Context: an optimization exercise on an open-source flow, tuned for a short achievable clock period and few clock cycles. The choices shown serve that exercise and are no tape-out recipe.
RTL that was checked went through simulation tests only; none was proved equivalent to the original.
Power figures rest on the tool's default switching activity, not on a simulated workload.

==> build 58: inputs <==
==> flow/design.v (excerpt) <==
module cpuCore (
    input  logic                     clk,
    input  logic                     rstn,
    input  logic                     memReady,
    input  logic [corePkg::xlen-1:0] memRdData,
    output logic                     memRdEn,
    output logic                     memWrEn,
    output logic [corePkg::xlen-1:0] memAddr,
    output logic [corePkg::xlen-1:0] memWrData,
    output logic                     memSize  
);
clock: 10.0 ns
lec_check: 0
cap_margin: 20
core_margin: 2
core_utilization: 45
setup_slack_margin: 5
slew_margin: 20
tns_end_percent: 5
standard.sh (not shown) runs the stock make flow with config.mk's settings and CLKGATE_MAP_FILE= SYNTH_SCRIPT=/design/flow/synth_recipe.tcl, a recipe that flattens the netlist after the stock synthesis.
==> flow/flow/run.sh <==
#!/bin/bash
# The standard layout, with timing repair aimed further below the clock
# period than config.mk's settings allow. The make log goes to flow_make.log;
# each ORFS step also keeps its own log under orfs/logs.
set -euo pipefail
bash standard.sh SETUP_SLACK_MARGIN=6.4 finish > flow_make.log 2>&1
==> inputs of build 37, as changes to build 58 <==
==> flow/run.sh (new file) <==
#!/bin/bash
# synth_recipe.tcl (not shown) runs the flow's synth.tcl, then flattens the netlist and writes it again
# the make line also repeats each setting of config.mk as NAME=value (left out here)
make -C /OpenROAD-flow-scripts/flow DESIGN_CONFIG=/design/flow/config.mk WORK_HOME=/design/flow/orfs CLKGATE_MAP_FILE= SYNTH_SCRIPT=/design/flow/synth_recipe.tcl finish
removed: flow/flow/run.sh
removed: flow/standard.sh
==> flow_summary.yaml <==
run_status:
  status: "aborted with a tool error"
  lastStage: "global routing"
  error_message: "[ERROR GRT-0232] Routing congestion too high. Check the congestion heatmap in the GUI."
global_routing:
  use_met1: 0.5928
  grt_use_met2: 0.6868
  use_met3: 0.2224
  grt_util_all_layers: 0.4933
clocking:
  cts_resized: 1989
  post_cts_buffers: 737
[end of results for build 37]
==> flow_summary.yaml <==
run_status:
  lastStage: "global routing"
  status: "aborted with a tool error"
  error_message: "[ERROR GRT-0232] Routing congestion too high. Check the congestion heatmap in the GUI."
global_routing:
  use_met3: 0.2318
  grt_util_all_layers: 0.4993
  use_met1: 0.5954
synthesis:
  yosysWarnings: 11
clocking:
  post_cts_buffers: 967
  cts_resized: 2795
  clk_path_buf_depth: 6
[end of results for build 58]
No run of this note included a check of the RTL's function; only the layout flow was run.

==> tundra: inputs <==
cpuCore, a different RTL version from the one above (not shown whole).
Settings: LEC_CHECK=0, CAP_MARGIN=40, CELL_PAD_IN_SITES_DETAIL_PLACEMENT=1, CELL_PAD_IN_SITES_GLOBAL_PLACEMENT=2, CORE_MARGIN=2, CORE_UTILIZATION=27, PLACE_DENSITY=0.38, SETUP_SLACK_MARGIN=5, SLEW_MARGIN=50, TNS_END_PERCENT=5; clock period 10.0 ns.
==> flow/flow/run.sh <==
#!/bin/bash
# The standard layout with a global routing setup of our own
# (flow/fastroute.tcl), stronger port buffers, an extra antenna repair with a
# margin after global routing (flow/postgrt.tcl) and more rounds of antenna
# repair after detailed routing. The make log goes to flow_make.log; each ORFS
# step also keeps its own log under orfs/logs.
set -euo pipefail
bash standard.sh FASTROUTE_TCL="$(pwd)/flow/fastroute.tcl" \
    BUFFER_PORTS_ARGS="-buffer_cell sky130_fd_sc_hd__buf_8" \
    POST_GLOBAL_ROUTE_TCL="$(pwd)/flow/postgrt.tcl" \
    MAX_REPAIR_ANTENNAS_ITER_DRT=8 finish > flow_make.log 2>&1
==> flow/flow/fastroute.tcl <==
# Global routing capacity: leave more of met1 and met2 free for pin access and
# detailed routing, so that the global routes move up to met3 and met4
set_global_routing_layer_adjustment met1 0.5
set_global_routing_layer_adjustment met2 0.35
set_global_routing_layer_adjustment met3-met5 0.2
set_routing_layers -clock met3-met5
set_routing_layers -signal met1-met5
==> flow/flow/postgrt.tcl <==
# After global routing and its own antenna repair: repair again with a margin,
# so that the detailed routes, which come out longer, stay within the rules
repair_antennas -iterations 5 -ratio_margin 40
check_placement -verbose
==> inputs of ember, as changes to tundra <==
==> flow/flow/run.sh (replaced) <==
#!/bin/bash
# The standard layout with a global routing setup of our own
# (flow/fastroute.tcl), stronger port buffers, and more rounds of antenna
# repair after detailed routing. The make log goes to flow_make.log; each ORFS
# step also keeps its own log under orfs/logs.
set -euo pipefail
bash standard.sh FASTROUTE_TCL="$(pwd)/flow/fastroute.tcl" \
    BUFFER_PORTS_ARGS="-buffer_cell sky130_fd_sc_hd__buf_8" \
    MAX_REPAIR_ANTENNAS_ITER_DRT=8 finish > flow_make.log 2>&1
Settings changed: CORE_UTILIZATION 27 to 30, PLACE_DENSITY 0.38 to 0.42.
removed: flow/flow/postgrt.tcl
==> qor summary <==
	tundra	ember
Result of the run	finished clean	finished clean
Reported clock group power	56100 uW	55000 uW
Worst-case vdd ir drop	0.209 mV	0.179 mV
Origin of the worst setup path	qHead[3]	mMemSlot
Clock power frac	45.5%	45.3%
Peak fanout along the critical path	21	20
Clock network area share	6.42%	6.35%
Minimum period implied by the final worst setup slack	5.69 ns	5.79 ns
Buffers, non-clock	5360	5633
Multi-input combinational area share	32.2%	32.6%
Starting density of the core	27.1%	30.1%
Mean routed wirelength per cell	57.9 um	61.0 um
Area used by sequential logic in the layout	343000 um2	343000 um2
Crit path capture	eB[13]	u_memArbiter.qData[0][43]
Final core area utilization	34.4%	38.0%
Detailed-route via count	555000	565000
Die outline area	2220000 um2	2000000 um2
Number of nets in the final layout	52800	53000
Testbench counts of tundra, summed over its fixed seeds: cycles 28,725.
Testbench counts of ember, summed over its fixed seeds: cycles 28,725.

re-timing with driven ports:
No port has a modelled driver above. Below, the same layouts with a new extraction and two added sets of constraints.
Step 1 sets driving cells, clkbuf_16 on the clock port and buf_2 on the other inputs (assumed; they add their load-dependent delay and slew).
Step 2, shift: input delay + t, output delay - t, t = (earliest + latest rising clock arrival at the registers) / 2. This alone moves slack from input paths to output paths.
a / b / c = ideal / step 1 / step 2; a / b = the first two.
run | t (ns) | setup WS [ns] | hold WS [ns]
tundra | 1.794 | 4.313 / 4.313 / 4.072 | 0.283 / 0.283 / 0.283
ember | 1.833 | 4.213 / 4.213 / 4.127 | 0.278 / 0.249 / 0.278
After both steps setup and hold are still met in every run listed. The setup slack of tundra, which loses most, moves by 0.000 ns with the drivers and by -0.241 ns with both steps.
